From an optimization exercise on the open Yosys and OpenROAD flow, aimed at small area; shortcuts taken in it are not production practice.
At most, simulation tests tie the RTL to the original design; equivalence was not proved.

==> v32 <==
Design icache_top, start of the top module:
module icache_top
(
  input  logic       clk_i,
  input  logic       rst_ni,
  input  logic       req_valid_i,
  output logic       req_ready_o,
  input  icache_pkg::fetch_req_t req_i,
  output logic       rsp_valid_o,
  input  logic       rsp_ready_i,
  output icache_pkg::fetch_rsp_t rsp_o,
  output logic       mem_req_valid_o,
  input  logic       mem_req_ready_i,
  output icache_pkg::mem_req_t   mem_req_o,
  input  logic       mem_rsp_valid_i,
  output logic       mem_rsp_ready_o,
  input  icache_pkg::mem_rsp_t   mem_rsp_i
);
==> flow/config.mk <==
export PLATFORM = sky130hd
export DESIGN_NAME = icache_top
export DESIGN_NICKNAME = icache_top
export VERILOG_FILES = /design/flow/design.v
export SDC_FILE = /design/flow/constraint.sdc
export NUM_CORES = 4
export LEC_CHECK = 0
export CAP_MARGIN = 20
export CORE_MARGIN = 2
export CORE_UTILIZATION = 60
export CTS_BUF_LIST = sky130_fd_sc_hd__clkbuf_16
export CTS_CLUSTER_DIAMETER = 80
export CTS_CLUSTER_SIZE = 25
export PLACE_DENSITY = 0.7
export SLEW_MARGIN = 20
==> flow/constraint.sdc <==
create_clock -name core_clock -period 7.0 [get_ports {clk_i}]
set_input_delay 1.4000 -clock core_clock [delete_from_list [all_inputs] [get_ports {clk_i}]]
set_output_delay 1.4000 -clock core_clock [all_outputs]
set_load 0.01 [all_outputs]
run.sh (not shown) runs the stock make flow with config.mk's settings and CLKGATE_MAP_FILE= SYNTH_SCRIPT=/design/flow/synth_recipe.tcl, a recipe that flattens the netlist after the stock synthesis.
==> v2 (differences from v32) <==
--- a/flow/design.v
+++ b/flow/design.v
@@ -98,19 +98,18 @@
   assign valid_b = set_a[0] ? v_ev : v_od;
   logic hit_a, hit_b, hit_all, miss_b;
   assign hit_a   = |hit_a_w;
   assign hit_b   = |hit_b_w;
   assign hit_all = hit_a && (!xline || hit_b);
   assign miss_b  = hit_a && xline;
-  logic [3:0]  ev_idx, od_idx;
+  logic [3:0]  od_idx;
   logic [15:0] ev_dec, od_dec;
   logic [1:0]  ev_way, od_way;
-  assign ev_idx = pos[4:1] + 4'(pos[0]);
   assign od_idx = pos[4:1];
-  assign ev_dec = 16'd1 << ev_idx;
   assign od_dec = 16'd1 << od_idx;
+  assign ev_dec = pos[0] ? {od_dec[14:0], od_dec[15]} : od_dec;
   logic ev_way1_q, od_way1_q;
   always_ff @(posedge clk_i) begin
     ev_way1_q <= (set_a[0] ^ xline) ? h_od[1] : h_ev[1];
     od_way1_q <= hit_a_w[1];
   end
   assign ev_way = {ev_way1_q, !ev_way1_q};
==> flow/flow/run.sh (new file) <==
#!/bin/bash
# Own flow: the standard layout, with small port buffers and a clock
# tree built without dummy balancing loads.
set -euo pipefail
export BUFFER_PORTS_ARGS="-buffer_cell sky130_fd_sc_hd__buf_1"
export CTS_ARGS="-sink_clustering_enable -repair_clock_nets -dont_use_dummy_load -buf_list sky130_fd_sc_hd__clkbuf_8 -root_buf sky130_fd_sc_hd__clkbuf_16 -sink_clustering_size 16 -sink_clustering_max_diameter 60"
bash standard.sh > standard.log 2>&1
==> flow/standard.sh (new file) <==
#!/bin/bash
# synth_recipe.tcl (not shown) runs the flow's synth.tcl, then flattens the netlist and writes it again
# the make line also repeats each setting of config.mk as NAME=value (left out here)
make -C /OpenROAD-flow-scripts/flow DESIGN_CONFIG=/design/flow/config.mk WORK_HOME=/design/flow/orfs CLKGATE_MAP_FILE= SYNTH_SCRIPT=/design/flow/synth_recipe.tcl "${@:-finish}"
Settings changed: CORE_UTILIZATION 60 to 70, CTS_BUF_LIST sky130_fd_sc_hd__clkbuf_16 to not set, CTS_CLUSTER_DIAMETER 80 to not set, CTS_CLUSTER_SIZE 25 to not set, PLACE_DENSITY 0.7 to 0.8, SETUP_SLACK_MARGIN set to 0.2.
removed: flow/run.sh
==> v11 (differences from v32) <==
--- a/flow/design.v
+++ b/flow/design.v
@@ -98,19 +98,18 @@
   assign valid_b = set_a[0] ? v_ev : v_od;
   logic hit_a, hit_b, hit_all, miss_b;
   assign hit_a   = |hit_a_w;
   assign hit_b   = |hit_b_w;
   assign hit_all = hit_a && (!xline || hit_b);
   assign miss_b  = hit_a && xline;
-  logic [3:0]  ev_idx, od_idx;
+  logic [3:0]  od_idx;
   logic [15:0] ev_dec, od_dec;
   logic [1:0]  ev_way, od_way;
-  assign ev_idx = pos[4:1] + 4'(pos[0]);
   assign od_idx = pos[4:1];
-  assign ev_dec = 16'd1 << ev_idx;
   assign od_dec = 16'd1 << od_idx;
+  assign ev_dec = pos[0] ? {od_dec[14:0], od_dec[15]} : od_dec;
   logic ev_way1_q, od_way1_q;
   always_ff @(posedge clk_i) begin
     ev_way1_q <= (set_a[0] ^ xline) ? h_od[1] : h_ev[1];
     od_way1_q <= hit_a_w[1];
   end
   assign ev_way = {ev_way1_q, !ev_way1_q};
==> flow/flow/run.sh (new file) <==
#!/bin/bash
# Own flow: the standard synthesis, an area remap of its combinational
# logic (flip-flops untouched), then the standard layout with small port
# buffers and a clock tree of clkbuf_8 leaves without dummy balancing loads.
# Each tool writes its own log in this folder (ORFS's step logs are under
# orfs/logs).
set -euo pipefail
export BUFFER_PORTS_ARGS="-buffer_cell sky130_fd_sc_hd__buf_1"
export CTS_ARGS="-sink_clustering_enable -repair_clock_nets -dont_use_dummy_load -buf_list sky130_fd_sc_hd__clkbuf_8 -root_buf sky130_fd_sc_hd__clkbuf_16 -sink_clustering_size 16 -sink_clustering_max_diameter 60"
R=orfs/results/${FLOW_PLATFORM}/icache_top/base
LIB=${FLOW_HOME}/platforms/${FLOW_PLATFORM}/lib/sky130_fd_sc_hd__tt_025C_1v80.lib

bash standard.sh synth > standard_synth.log 2>&1
cp $R/1_2_yosys.v standard_1_2_yosys.v
python3 flow/splitlib.py "$LIB" seq.lib comb.lib > splitlib.log 2>&1
REMAP_LIB="$LIB" REMAP_IN=standard_1_2_yosys.v REMAP_OUT=remapped.v REMAP_ABC=flow/abc_area.script \
  yosys -c flow/remap.tcl > remap.log 2>&1
cp remapped.v $R/1_2_yosys.v
rm -f $R/1_synth.odb $R/1_synth.sdc
bash standard.sh > standard.log 2>&1
==> flow/flow/abc_area.script (new file) <==
&get -n; &st; &syn2; &dch -f; &nf -a -R 1000; &put
==> flow/flow/remap.tcl (new file) <==
# Area remap of the standard synthesis: the flip-flops (and their instance
# names) are kept as they are, the combinational cells are read as logic and
# mapped again by ABC with an area-oriented script.
yosys -import
set lib $::env(REMAP_LIB)
read_liberty -lib seq.lib
read_liberty -ignore_miss_func comb.lib
read_verilog $::env(REMAP_IN)
hierarchy -check -top $::env(FLOW_TOP)
flatten
opt_clean -purge
# flatten dropped the combinational cells' modules: define them again as
# library cells for ABC's result
read_liberty -lib comb.lib
# the flattened cells' pin wires must not name the nets of ports
yosys rename -hide w:_*_.*
opt_clean -purge
tee -o remap_before.txt stat -liberty $lib
abc -script $::env(REMAP_ABC) -liberty $lib -dont_use *probe* -dont_use *lpflow* -D [expr {int($::env(FLOW_PERIOD_NS) * 1000)}]
splitnets
opt_clean -purge
hilomap -singleton -hicell sky130_fd_sc_hd__conb_1 HI -locell sky130_fd_sc_hd__conb_1 LO
insbuf -buf sky130_fd_sc_hd__buf_4 A X
opt_clean -purge
tee -o remap_after.txt stat -liberty $lib
check -assert -mapped
write_verilog -noattr -nohex -nodec $::env(REMAP_OUT)
==> flow/flow/splitlib.py (new file) <==
# Split the platform's liberty file into its sequential cells and its
# combinational cells, so that Yosys can read the combinational cells as
# logic while the flip-flops stay as they are.
import re, sys
src, seq_out, comb_out = sys.argv[1:4]
t = open(src).read()
i = t.index('\n    cell (')
head, body = t[:i], t[i:]
j = body.rstrip().rfind('}')
body = body.rstrip()[:j]
cells = [c for c in re.split(r'(?=\n    cell \()', body) if c.strip()]
seq, comb = [], []
for c in cells:
    (seq if re.search(r'\n\s+(ff|latch|statetable)\s*\(', c) else comb).append(c)
open(seq_out, 'w').write(head + ''.join(seq) + '\n}\n')
open(comb_out, 'w').write(head + ''.join(comb) + '\n}\n')
print(len(seq), 'sequential cells,', len(comb), 'combinational cells')
==> flow/standard.sh (new file) <==
#!/bin/bash
# synth_recipe.tcl (not shown) runs the flow's synth.tcl, then flattens the netlist and writes it again
# the make line also repeats each setting of config.mk as NAME=value (left out here)
make -C /OpenROAD-flow-scripts/flow DESIGN_CONFIG=/design/flow/config.mk WORK_HOME=/design/flow/orfs CLKGATE_MAP_FILE= SYNTH_SCRIPT=/design/flow/synth_recipe.tcl "${@:-finish}"
Settings changed: CORE_UTILIZATION 60 to 70, CTS_BUF_LIST sky130_fd_sc_hd__clkbuf_16 to not set, CTS_CLUSTER_DIAMETER 80 to not set, CTS_CLUSTER_SIZE 25 to not set, PLACE_DENSITY 0.7 to 0.8, SETUP_SLACK_MARGIN set to 0.2.
removed: flow/run.sh
==> v30 (differences from v32) <==
--- a/flow/design.v
+++ b/flow/design.v
@@ -98,19 +98,18 @@
   assign valid_b = set_a[0] ? v_ev : v_od;
   logic hit_a, hit_b, hit_all, miss_b;
   assign hit_a   = |hit_a_w;
   assign hit_b   = |hit_b_w;
   assign hit_all = hit_a && (!xline || hit_b);
   assign miss_b  = hit_a && xline;
-  logic [3:0]  ev_idx, od_idx;
+  logic [3:0]  od_idx;
   logic [15:0] ev_dec, od_dec;
   logic [1:0]  ev_way, od_way;
-  assign ev_idx = pos[4:1] + 4'(pos[0]);
   assign od_idx = pos[4:1];
-  assign ev_dec = 16'd1 << ev_idx;
   assign od_dec = 16'd1 << od_idx;
+  assign ev_dec = pos[0] ? {od_dec[14:0], od_dec[15]} : od_dec;
   logic ev_way1_q, od_way1_q;
   always_ff @(posedge clk_i) begin
     ev_way1_q <= (set_a[0] ^ xline) ? h_od[1] : h_ev[1];
     od_way1_q <= hit_a_w[1];
   end
   assign ev_way = {ev_way1_q, !ev_way1_q};
==> flow/flow/run.sh (new file) <==
#!/bin/bash
# Own flow: the standard layout, with small port buffers.
set -euo pipefail
export BUFFER_PORTS_ARGS="-buffer_cell sky130_fd_sc_hd__buf_1"
bash standard.sh > standard.log 2>&1
==> flow/standard.sh (new file) <==
#!/bin/bash
# synth_recipe.tcl (not shown) runs the flow's synth.tcl, then flattens the netlist and writes it again
# the make line also repeats each setting of config.mk as NAME=value (left out here)
make -C /OpenROAD-flow-scripts/flow DESIGN_CONFIG=/design/flow/config.mk WORK_HOME=/design/flow/orfs CLKGATE_MAP_FILE= SYNTH_SCRIPT=/design/flow/synth_recipe.tcl "${@:-finish}"
Settings changed: CORE_UTILIZATION 60 to 80, PLACE_DENSITY 0.7 to 0.88, SETUP_SLACK_MARGIN set to 0.2.
removed: flow/run.sh
==> flow_metrics.tcl <==
set metrics [dict create \
    status "finished with violations" \
    violations "slew limit" \
    wl_um 355800 \
    power_density_mw_per_mm2 417.4 \
    final_max_slew_viol_count 110 \
    place_ws_ns 1.270 \
    finalNetCount 8381 \
    seq_area_frac 0.5285 \
    rows 129 \
    seq_area_mm2 0.05061 \
    finalInstanceArea_mm2 0.09577 \
]
# the run above: v11

==> flow_metrics.tcl <==
set metrics [dict create \
    final_max_slew_viol_count 0 \
    rows 133 \
    finalNetCount 8222 \
    seq_area_mm2 0.05061 \
    status "no timing/DRC/antenna violations" \
    seq_area_frac 0.5223 \
    power_density_mw_per_mm2 443.6 \
    crit_chain "buf_4, and2_0, mux2i_1, or2_2, nor2_4, buf_4, a22oi_1, nand4_1, or3_1, mux2_2, buf_1" \
    place_ws_ns 1.011 \
]
# the run above: v2

==> flow_metrics.tcl <==
set metrics [dict create \
    layout.nonclk_buf_frac 0.03109 \
    seq_area_mm2 0.05061 \
    rows 124 \
    power_density_mw_per_mm2 452.0 \
    finalNetCount 8178 \
    status "no timing/DRC/antenna violations" \
    finalInstanceArea_mm2 0.09728 \
    wl_um 357700 \
    seq_area_frac 0.5203 \
    place_ws_ns 1.133 \
]
# the run above: v30

==> flow_metrics.tcl <==
set metrics [dict create \
    place_ws_ns 0.7592 \
    setup_viol 2 \
    finalInstanceArea_mm2 0.1012 \
    seq_area_mm2 0.05061 \
    status "finished with violations" \
    rows 144 \
    finalNetCount 8327 \
    seq_area_frac 0.4999 \
    final_max_slew_viol_count 0 \
    violations "setup timing" \
    final_util 0.6565 \
    layout_setup_ws_ns -0.04059 \
    wl_um 379400 \
]
# the run above: v32

No functional check of the RTL was part of v32.

==> what the ideal ports hide <==
Ports are ideal in the flow. The routed layouts listed here were re-timed in OpenROAD. Step 1: set_driving_cell puts a clkbuf_16 on clk_i and a buf_2 on each other input, an assumption about the parent block. Step 2 also shifts input and output timing later by t, the mid clock arrival at the registers, as if the neighbouring blocks saw the same clock. Three values: no drivers, after step 1, after step 2; two values: the first two.
run | t (ns) | setup slack, ns | hold WS [ns] | clock arrival spread, ns | worst register clock-pin slew, ns
v32 | 0.897 | -0.041 / -0.132 / 0.765 | 0.364 / 0.364 / 0.364 | 0.029 / 0.029 | 0.10 / 0.10
v2 | 0.902 | 0.183 / 0.100 / 1.003 | 0.376 / 0.376 / 0.376 | 0.089 / 0.089 | 0.11 / 0.11
v11 | 0.904 | 0.169 / 0.079 / 0.984 | 0.361 / 0.361 / 0.361 | 0.067 / 0.067 | 0.11 / 0.11
v30 | 0.861 | 0.079 / -0.006 / 0.855 | 0.378 / 0.378 / 0.378 | 0.037 / 0.036 | 0.10 / 0.10
